This is an optimization exercise on Yosys and OpenROAD, whose aim is small area, not a production implementation.
Only simulation tests tie the RTL to the original design; equivalence was not proved.
No activity file was given, so power comes from the tool's default toggle rates.

--- flow/design.v ---
package doodlePkg;
	localparam int PosW = 10;
	localparam int ScoreW = 20;
	localparam int ScreenYMax = 479;	 
	localparam int ScreenXMax = 639;
	localparam int WrapMargin = 25;
	localparam int WrapLow = 96;	 
	localparam int WrapHigh = 543;	 
	localparam int DoodleSize = 6;
	localparam int PlatHalfW = 20;
	localparam int PlatHalfH = 3;
	localparam int SpringHalf = 4;
	localparam int JumpSpeed = 12;
	localparam int SpringSpeed = 20;
	localparam int MaxFall = 8;
	localparam int XStep = 4;
	localparam int StartX = 330;
	localparam int StartY = 300;
	localparam int ScoreLimit = 256;	 
	localparam logic [7:0] KeyRight = 8'd7;
	localparam logic [7:0] KeyRightAlt = 8'd79;
	localparam logic [7:0] KeyLeft = 8'd4;
	localparam logic [7:0] KeyLeftAlt = 8'd80;
	localparam logic [7:0] KeyStart = 8'd40;
	localparam logic [7:0] KeyPause = 8'd19;
	localparam logic [1:0] ModeIdle = 2'd0;
	localparam logic [1:0] ModePlay = 2'd1;
	localparam logic [1:0] ModePause = 2'd2;
	localparam logic [1:0] ModeOver = 2'd3;
endpackage
`timescale 1ns/10ps
import doodlePkg::*;
module doodleCtrl (
	input logic Reset,
	input logic frame_clk,
	input logic frameTick,
	input logic [7:0] keycode,
	input logic floorHit,
	input logic [ScoreW-1:0] score,
	output logic [1:0] mode,
	output logic step,
	output logic restart
);
	logic [7:0] prevKey;	 
	logic startPress;
	logic pausePress;
	logic gameOver;
	logic [1:0] modeNext;
	logic startOk;
	assign startPress = frameTick && (keycode == KeyStart) && (prevKey != KeyStart);
	assign pausePress = frameTick && (keycode == KeyPause) && (prevKey != KeyPause);
	assign gameOver = step && floorHit && (score >= ScoreLimit);
	assign startOk = startPress && ((mode == ModeIdle) || (mode == ModeOver));
	always_comb
	begin
		modeNext = mode;
		unique case (mode)
			ModeIdle, ModeOver:
				if (startPress)
					modeNext = ModePlay;
			ModePlay:
			begin
				if (gameOver)
					modeNext = ModeOver;
				else if (pausePress)
					modeNext = ModePause;
			end
			ModePause:
				if (pausePress)
					modeNext = ModePlay;
		endcase
	end
	always_ff @(posedge Reset or posedge frame_clk)
	begin
		if (frame_clk)
		begin
			mode <= ModeIdle;
			prevKey <= 8'd0;
			step <= 1'b0;
			restart <= 1'b0;
		end
		else
		begin
			mode <= modeNext;
			if (frameTick)
				prevKey <= keycode;
			step <= frameTick && (mode == ModePlay) && (modeNext == ModePlay);
			restart <= startOk;
		end
	end
endmodule
`timescale 1ns/10ps
import doodlePkg::*;
module platformHit #(
	parameter int NumPlats = 16
) (
	input logic [PosW-1:0] doodleX,
	input logic [PosW-1:0] doodleY,
	input logic [NumPlats*PosW-1:0] platX,
	input logic [NumPlats*PosW-1:0] platY,
	input logic [NumPlats-1:0] platGone,
	input logic [PosW-1:0] springX,
	input logic [PosW-1:0] springY,
	output logic platLand,
	output logic springLand
);
	function automatic logic landsOn(
		input logic [PosW-1:0] dx0,
		input logic [PosW-1:0] dy0,
		input logic [PosW-1:0] ox,
		input logic [PosW-1:0] oy,
		input int halfW,
		input int halfH
	);
		int feet;
		int dx;
		int dy;
		feet = int'(dy0) + DoodleSize;
		dx = int'(dx0) - int'(ox);
		dy = feet - int'(oy);
		landsOn = ((dy <= halfH) && (dy >= -halfH) &&
			(dx <= halfW + DoodleSize) && (dx >= -(halfW + DoodleSize)));
	endfunction
	always_comb
	begin
		platLand = 1'b0;
		for (int i = 0; i < NumPlats; i++)
		begin
			if (!platGone[i] && landsOn(doodleX, doodleY, platX[i*PosW +: PosW],
					platY[i*PosW +: PosW], PlatHalfW, PlatHalfH))
				platLand = 1'b1;
		end
	end
	assign springLand = landsOn(doodleX, doodleY, springX, springY, SpringHalf, SpringHalf);
endmodule
`timescale 1ns/10ps
import doodlePkg::*;
module verticalMotion (
	input logic Reset,
	input logic frame_clk,
	input logic step,
	input logic restart,
	input logic platLand,
	input logic springLand,
	output logic [PosW-1:0] doodleY,
	output logic signed [PosW-1:0] velY,
	output logic floorHit
);
	logic falling;
	logic signed [PosW-1:0] velNext;
	assign floorHit = (int'(doodleY) + DoodleSize) >= ScreenYMax;
	assign falling = (velY >= 0);	 
	always_comb
	begin
		if (falling && springLand)
			velNext = PosW'(-SpringSpeed);
		else if (falling && (platLand || floorHit))
			velNext = PosW'(-JumpSpeed);
		else if (velY >= MaxFall)
			velNext = PosW'(MaxFall);	 
		else
			velNext = velY + PosW'(1);	 
	end
	always_ff @(posedge Reset or posedge frame_clk)
	begin
		if (frame_clk)
		begin
			doodleY <= PosW'(StartY);
			velY <= '0;
		end
		else if (restart)
		begin
			doodleY <= PosW'(StartY);
			velY <= '0;
		end
		else if (step)
		begin
			doodleY <= doodleY + $unsigned(velY);	 
			velY <= velNext;
		end
	end
endmodule
`timescale 1ns/10ps
import doodlePkg::*;
module horizontalMotion (
	input logic Reset,
	input logic frame_clk,
	input logic step,
	input logic restart,
	input logic [7:0] keycode,
	output logic [PosW-1:0] doodleX
);
	logic nearRight;
	logic nearLeft;
	logic [PosW-1:0] xNext;
	assign nearRight = (int'(doodleX) + DoodleSize) >= (ScreenXMax - WrapMargin);
	assign nearLeft = int'(doodleX) <= (WrapMargin + DoodleSize);	 
	always_comb
	begin
		if (nearRight)
			xNext = PosW'(WrapLow);
		else if (nearLeft)
			xNext = PosW'(WrapHigh);
		else
		begin
			unique case (keycode)
				KeyRight, KeyRightAlt:
					xNext = doodleX + PosW'(XStep);
				KeyLeft, KeyLeftAlt:
					xNext = doodleX - PosW'(XStep);
				default:
					xNext = doodleX;	 
			endcase
		end
	end
	always_ff @(posedge Reset or posedge frame_clk)
	begin
		if (frame_clk)
			doodleX <= PosW'(StartX);
		else if (restart)
			doodleX <= PosW'(StartX);
		else if (step)
			doodleX <= xNext;
	end
endmodule
`timescale 1ns/10ps
import doodlePkg::*;
module scoreKeeper (
	input logic Reset,
	input logic frame_clk,
	input logic step,
	input logic restart,
	input logic [PosW-1:0] doodleY,
	output logic [ScoreW-1:0] score
);
	logic [PosW-1:0] bestY;	 
	logic newHigh;
	logic [PosW-1:0] gain;
	assign newHigh = doodleY < bestY;
	assign gain = bestY - doodleY;
	always_ff @(posedge Reset or posedge frame_clk)
	begin
		if (frame_clk)
		begin
			bestY <= PosW'(StartY);
			score <= '0;
		end
		else if (restart)
		begin
			bestY <= PosW'(StartY);
			score <= '0;
		end
		else if (step && newHigh)
		begin
			score <= score + ScoreW'(gain);
			bestY <= doodleY;
		end
	end
endmodule
`timescale 1ns/10ps
import doodlePkg::*;
module doodleTop #(
	parameter int NumPlats = 16
) (
	input logic Reset,
	input logic frame_clk,
	input logic frameTick,
	input logic [7:0] keycode,
	input logic [NumPlats*PosW-1:0] platX,
	input logic [NumPlats*PosW-1:0] platY,
	input logic [NumPlats-1:0] platGone,
	input logic [PosW-1:0] springX,
	input logic [PosW-1:0] springY,
	output logic [PosW-1:0] doodleX,
	output logic [PosW-1:0] doodleY,
	output logic signed [PosW-1:0] velY,
	output logic [ScoreW-1:0] score,
	output logic [1:0] mode,
	output logic platLand
);
	logic step;
	logic restart;
	logic springLand;
	logic floorHit;
	doodleCtrl ctrl0 (
		.Reset(Reset),
		.frame_clk(frame_clk),
		.frameTick(frameTick),
		.keycode(keycode),
		.floorHit(floorHit),
		.score(score),
		.mode(mode),
		.step(step),
		.restart(restart)
	);
	platformHit #(
		.NumPlats(NumPlats)
	) hit0 (
		.doodleX(doodleX),
		.doodleY(doodleY),
		.platX(platX),
		.platY(platY),
		.platGone(platGone),
		.springX(springX),
		.springY(springY),
		.platLand(platLand),
		.springLand(springLand)
	);
	verticalMotion vert0 (
		.Reset(Reset),
		.frame_clk(frame_clk),
		.step(step),
		.restart(restart),
		.platLand(platLand),
		.springLand(springLand),
		.doodleY(doodleY),
		.velY(velY),
		.floorHit(floorHit)
	);
	horizontalMotion horiz0 (
		.Reset(Reset),
		.frame_clk(frame_clk),
		.step(step),
		.restart(restart),
		.keycode(keycode),
		.doodleX(doodleX)
	);
	scoreKeeper score0 (
		.Reset(Reset),
		.frame_clk(frame_clk),
		.step(step),
		.restart(restart),
		.doodleY(doodleY),
		.score(score)
	);
endmodule
--- flow/run.sh ---
#!/bin/bash
# synth_recipe.tcl (not shown) runs the flow's synth.tcl, then flattens the netlist and writes it again
# the make line also repeats each setting of config.mk as NAME=value (left out here)
make -C /OpenROAD-flow-scripts/flow DESIGN_CONFIG=/design/flow/config.mk WORK_HOME=/design/flow/orfs CLKGATE_MAP_FILE= SYNTH_SCRIPT=/design/flow/synth_recipe.tcl finish
--- flow/config.mk ---
export PLATFORM = sky130hd
export DESIGN_NAME = doodleTop
export DESIGN_NICKNAME = doodleTop
export VERILOG_FILES = /design/flow/design.v
export SDC_FILE = /design/flow/constraint.sdc
export NUM_CORES = 4
export LEC_CHECK = 0
export CAP_MARGIN = 20
export CORE_MARGIN = 2
export CORE_UTILIZATION = 40
export SLEW_MARGIN = 20
--- flow/constraint.sdc ---
create_clock -name core_clock -period 10.0 [get_ports {Reset}]
set_input_delay 2.0000 -clock core_clock [delete_from_list [all_inputs] [get_ports {Reset}]]
set_output_delay 2.0000 -clock core_clock [all_outputs]
set_load 0.01 [all_outputs]
==> impl_table.tex <==
\begin{tabular}{lr}
\hline
Metric & Value \\
\hline
\multicolumn{2}{l}{\textbf{Synthesis}} \\
FF+latch count, synth & 72 \\
Number of flops mapped to enable cells by yosys & 0 \\
Count of warnings emitted by yosys & 5 \\
Portion of the post-synthesis area used by sequential elements & 7.89\% \\
Synthesized netlist cell count & 3160 \\
Mean post-synth cell area & about 7.3 µm² \\
Proportion of synthesized flip-flops having asynchronous set or reset & 100\% \\
Count of cell types in the netlist & 83 \\
Cell area after synthesis & approximately 23000 µm² \\
Post-synthesis net count & slightly below 4000 \\
Leading register cell type out of synthesis & sky130\_fd\_sc\_hd\_\_dfrtp\_1 \\
\multicolumn{2}{l}{\textbf{GRT}} \\
Number of antenna violations at the first check in global routing & 21 \\
Pin count of the biggest net entering global routing & 73 \\
Residual overflow from global routing & 0 \\
Via count of the first global-routing pass & approximately 25000 \\
Overall fraction of global-route tracks in use & roughly a quarter \\
Wire length of the first global-routing pass & about 130000 µm \\
\multicolumn{2}{l}{\textbf{Setup path}} \\
Highest cell delay on the worst timing path & $\sim$640 ps \\
Sort of element at the end of the critical path & output port \\
Slowest stage cell on the critical path & sky130\_fd\_sc\_hd\_\_clkdlybuf4s50\_1 \\
Arrival @ worst endpoint & 7040 ps \\
Critical path launch point type & input pin \\
CP top delay family & simple AND/OR/NAND/NOR gates \\
Required time of the critical path & 8000 ps \\
Crit path buf inv count & 2 \\
Crit Path Class & in2out \\
Critical path cell sequence & clkdlybuf4s50\_1, ha\_1, fa\_1, nor2b\_1, o31a\_1, o21ai\_0, nand2b\_1, a31oi\_1, o21a\_1, ha\_1, a21oi\_1, nand4b\_1, nor4\_1, o2111ai\_1, nor4b\_1, mux2i\_1, o32ai\_1, or4\_1, or4\_1, clkdlybuf4s50\_1 \\
Worst-path maximum fanout & 7 \\
\multicolumn{2}{l}{\textbf{Finish}} \\
Area used by multi-input combinational logic & around 20000 µm² \\
Synth-to-layout area growth & 24.5\% \\
Filler-free cell count of the finished design & between 4000 and 5000 \\
Share of cells above drive strength 1 & under 10\% \\
Final-layout fill cell count & between 5000 and 6000 \\
Number of nets at the end of the flow & $\sim$4400 \\
Area taken by flip-flops and latches & approximately 1800 µm² \\
\multicolumn{2}{l}{\textbf{Clocking}} \\
Number of buffers inserted for hold repair after clock tree synthesis & 0 \\
Total CTS buffers & 9 \\
Clk\_lat worst skew & 350 ps \\
TritonCTS Sinks & 72 \\
CTS tree & done \\
Clock H-tree levels & 3 \\
Gates resized, CTS repair & 0 \\
Clock input transition at the sequential cells of the worst setup and hold paths & approximately 60 ps \\
Buffers inserted by post-CTS timing repair & 0 \\
Clk root buf & sky130\_fd\_sc\_hd\_\_clkbuf\_16 \\
Worst-case clock buffer depth & 2 \\
\multicolumn{2}{l}{\textbf{Status}} \\
Run status & complete, no violations \\
\multicolumn{2}{l}{\textbf{Placed design}} \\
Dpl hpwl & about 65000 µm \\
Post-Place Cells & approximately 4300 \\
Port buffer count & approximately 420 \\
Last weighted congestion value of the routability-driven placer & around 0.9 \\
Placement Setup Slack & around 970 ps \\
\multicolumn{2}{l}{\textbf{STA}} \\
Unrepaired setup endpoints after global routing & no \\
Max frequency & 111 MHz \\
Setup tns final & 0 ps \\
Final count of pins violating max slew & 0 \\
Layout Skew & $\sim$10 ps \\
Final worst path period need & between 9000 and 10000 ps \\
Slew at the pin closest to its max-slew limit & approximately 980 ps \\
Worst setup margin & between 900 and 1000 ps \\
Final worst hold slack & around 510 ps \\
Final hold violation count & 0 \\
Final setup violating endpoints & 0 \\
Slew margin rel. & a little over a third \\
Final cycle utilization of the critical path & between 90\% and 100\% \\
\multicolumn{2}{l}{\textbf{Power and ir drop}} \\
Leakage power figure & around 13 nW \\
Areal power density over the cells & 281 nW/µm² \\
Worst IR drop on VDD & $\sim$290 µV \\
\multicolumn{2}{l}{\textbf{Route}} \\
Violation count after the first detailed-route iteration & about 1300 \\
Post-Route M1 WL & 36300 µm \\
DR vias/cell & 5.68 \\
Met2 WL post-DR & between 30000 and 40000 µm \\
Number of iterations in the first detailed-routing pass & 6 \\
Average wire length per cell after detail routing & $\sim$19 µm \\
Vias after detailed routing & 24800 \\
Number of routed nets with antenna violations & 0 \\
Max Used Layer & met5 \\
Wire length on met3 & roughly 4000 µm \\
Remaining design rule violation count & 0 \\
Overall routed net length & 81100 µm \\
\multicolumn{2}{l}{\textbf{Floorplan}} \\
Floorplan die width & around 240 µm \\
Core Rows & 87 \\
Top-level I/O count & 420 \\
Core ar. & roughly 57000 µm² \\
Initial core utilization & between 40\% and 50\% \\
Die span in y & $\sim$240 µm \\
Die ar. & around 60000 µm² \\
\multicolumn{2}{l}{\textbf{Worst hold path}} \\
Path class of the lowest-slack min-delay path & reg2reg \\
\multicolumn{2}{l}{\textbf{Flow run}} \\
Number of maximum-capacitance constraint violations & 0 \\
\hline
\end{tabular}
-- cells by family after synthesis --
logic type / share of synthesized area [%]
buffers and inverters: 7.77
flip-flops: 7.89
multiplexers: 2.42
AO/OA/AOI/OAI: 26.0
adder cells (fa/ha/maj): 24.9
AND/OR/NAND/NOR: 22.1
XOR/XNOR: 8.83
-- worst paths after layout --
kind,startpoint,endpoint,slack (ps),depth (start not counted)
max,platY[90],platLand,960,20
min,ctrl0.prevKey[6],ctrl0.prevKey[6],510,1
max reg2reg,vert0.doodleY[1],vert0.velY[2],3390,19
min reg2reg,ctrl0.prevKey[6],ctrl0.prevKey[6],510,1
max in group asynchronous,frame_clk,vert0.doodleY[1],7040,3
min in group asynchronous,frame_clk,score0.score[12],2260,3
-- flip-flops by register name (all words and copies together), names as in the netlist --
register and cells:
vert0.doodleY 10, ctrl0.mode 2, score0.score 20, vert0.velY 10, ctrl0.prevKey 8, horiz0.doodleX 10, ctrl0.restart 1, ctrl0.step 1
score0.bestY 10
-- report_power, final --
group | switching [mW] | internal, mW | leakage, nW
logic | 4.06 | 3.09 | 12.5
clock network | 0.131 | 0.201 | 0.139
registers | 0.180 | 0.390 | 0.905
-- layout by cell type, fill, tap and decap left out, types with 43 or more instances in the layout --
cell type	count
sky130_fd_sc_hd__a21o_1	83
sky130_fd_sc_hd__dfrtp_1	59
sky130_fd_sc_hd__nand4_1	52
sky130_fd_sc_hd__clkdlybuf4s50_1	419
sky130_fd_sc_hd__ha_1	398
sky130_fd_sc_hd__inv_1	445
sky130_fd_sc_hd__o21ai_0	165
sky130_fd_sc_hd__a21oi_1	253
sky130_fd_sc_hd__nand2b_1	54
sky130_fd_sc_hd__nor2b_1	65
sky130_fd_sc_hd__nor2_1	267
sky130_fd_sc_hd__nand3_1	68
sky130_fd_sc_hd__nor3_1	94
sky130_fd_sc_hd__o21a_1	70
sky130_fd_sc_hd__xor2_1	92
sky130_fd_sc_hd__a211oi_1	43
sky130_fd_sc_hd__xnor2_1	133
sky130_fd_sc_hd__nand2_1	152
-- through the flow --
step | utilization [%] | cell area (µm²) | power (mW)
final | 50.6 | 28700 | 8.06
after CTS | 50.6 | 28600 | 8.00
after detailed placement | 50.0 | 28300 | 7.61
after global routing | 50.6 | 28700 | 8.92
after floorplan | - | 23000 | 5.80
after global placement | 50.0 | 28300 | 7.47
-- cells in the mapped netlist (11+ instances only) --
| cell | instances | area, µm² |
|---|---|---|
| sky130_fd_sc_hd__nor2b_1 | 65 | 407 |
| sky130_fd_sc_hd__nand2_1 | 152 | 571 |
| sky130_fd_sc_hd__a21boi_0 | 12 | 90.1 |
| sky130_fd_sc_hd__a2111oi_0 | 14 | 123 |
| sky130_fd_sc_hd__or2_2 | 22 | 138 |
| sky130_fd_sc_hd__nand4_1 | 52 | 325 |
| sky130_fd_sc_hd__o21a_1 | 70 | 526 |
| sky130_fd_sc_hd__a31oi_1 | 27 | 169 |
| sky130_fd_sc_hd__and2_1 | 16 | 100 |
| sky130_fd_sc_hd__ha_1 | 398 | 4980 |
| sky130_fd_sc_hd__clkbuf_1 | 27 | 101 |
| sky130_fd_sc_hd__xor2_1 | 92 | 806 |
| sky130_fd_sc_hd__o211ai_1 | 21 | 158 |
| sky130_fd_sc_hd__mux2i_1 | 41 | 410 |
| sky130_fd_sc_hd__nand3b_1 | 15 | 113 |
| sky130_fd_sc_hd__or3_1 | 32 | 200 |
| sky130_fd_sc_hd__nand2b_1 | 54 | 338 |
| sky130_fd_sc_hd__nand3_1 | 68 | 340 |
| sky130_fd_sc_hd__fa_1 | 38 | 761 |
| sky130_fd_sc_hd__dfstp_2 | 12 | 315 |
| sky130_fd_sc_hd__nor4_1 | 39 | 244 |
| sky130_fd_sc_hd__o31a_1 | 25 | 219 |
| sky130_fd_sc_hd__nor4b_1 | 12 | 105 |
| sky130_fd_sc_hd__mux2_2 | 13 | 146 |
| sky130_fd_sc_hd__or4_1 | 21 | 158 |
| sky130_fd_sc_hd__a21oi_1 | 253 | 1270 |
| sky130_fd_sc_hd__o2111ai_1 | 22 | 193 |
| sky130_fd_sc_hd__a211oi_1 | 43 | 323 |
| sky130_fd_sc_hd__dfrtp_1 | 60 | 1500 |
| sky130_fd_sc_hd__o21ai_0 | 165 | 826 |
| sky130_fd_sc_hd__o21bai_1 | 35 | 263 |
| sky130_fd_sc_hd__nor2_1 | 269 | 1010 |
| sky130_fd_sc_hd__xnor2_1 | 140 | 1230 |
| sky130_fd_sc_hd__and3_1 | 18 | 113 |
| sky130_fd_sc_hd__a21o_1 | 83 | 623 |
| sky130_fd_sc_hd__nor3_1 | 94 | 470 |
| sky130_fd_sc_hd__o22ai_1 | 11 | 68.8 |
| sky130_fd_sc_hd__inv_1 | 446 | 1670 |
| sky130_fd_sc_hd__nor3b_1 | 14 | 105 |
| sky130_fd_sc_hd__o31ai_1 | 19 | 143 |
| sky130_fd_sc_hd__o311ai_0 | 12 | 105 |
-- cell type report --
cell class                 instances  share of cell area (%)
multi-input combinational       2612                    68.0
timing repair buffer             446                    15.3
sequential                        72                    6.34
inverter                         447                    5.86
tap                              756                    3.30
clock buffer                      12                   0.860
clock inverter                     4                   0.188
antenna                           15                   0.131
-- layer usage --
metal	GRT usage, %	vias to the layer above
met1	34.0	11600
met5	0	-
met3	3.26	133
li1	-	12300
met4	9.22	10
met2	45.3	675

[what the ideal ports hide]
Ports are ideal in the flow. The routed layout listed here was re-timed in OpenROAD. Step 1 (the two cells are an assumption about what drives the block):
set clk [get_ports {Reset}]
set_driving_cell -lib_cell sky130_fd_sc_hd__clkbuf_16 $clk
set_driving_cell -lib_cell sky130_fd_sc_hd__buf_2 [delete_from_list [all_inputs] $clk]
Step 2 adds t to the input delays and takes it off the output delays; t is the mean of the earliest and latest rising clock arrival at the registers after step 1. Input paths then give back, and output paths get back, about the clock's delay inside the block. a / b / c = no drivers / after step 1 / after step 2; a / b = the first two.
t (ns): 0.384
setup slack, ns: 0.965 / 0.939 / 0.939
worst data-port slew with drivers (ns): 0.12
After both steps this run still meets setup and hold. The setup slack of this run moves by -0.026 ns with the drivers and by -0.026 ns with both steps.
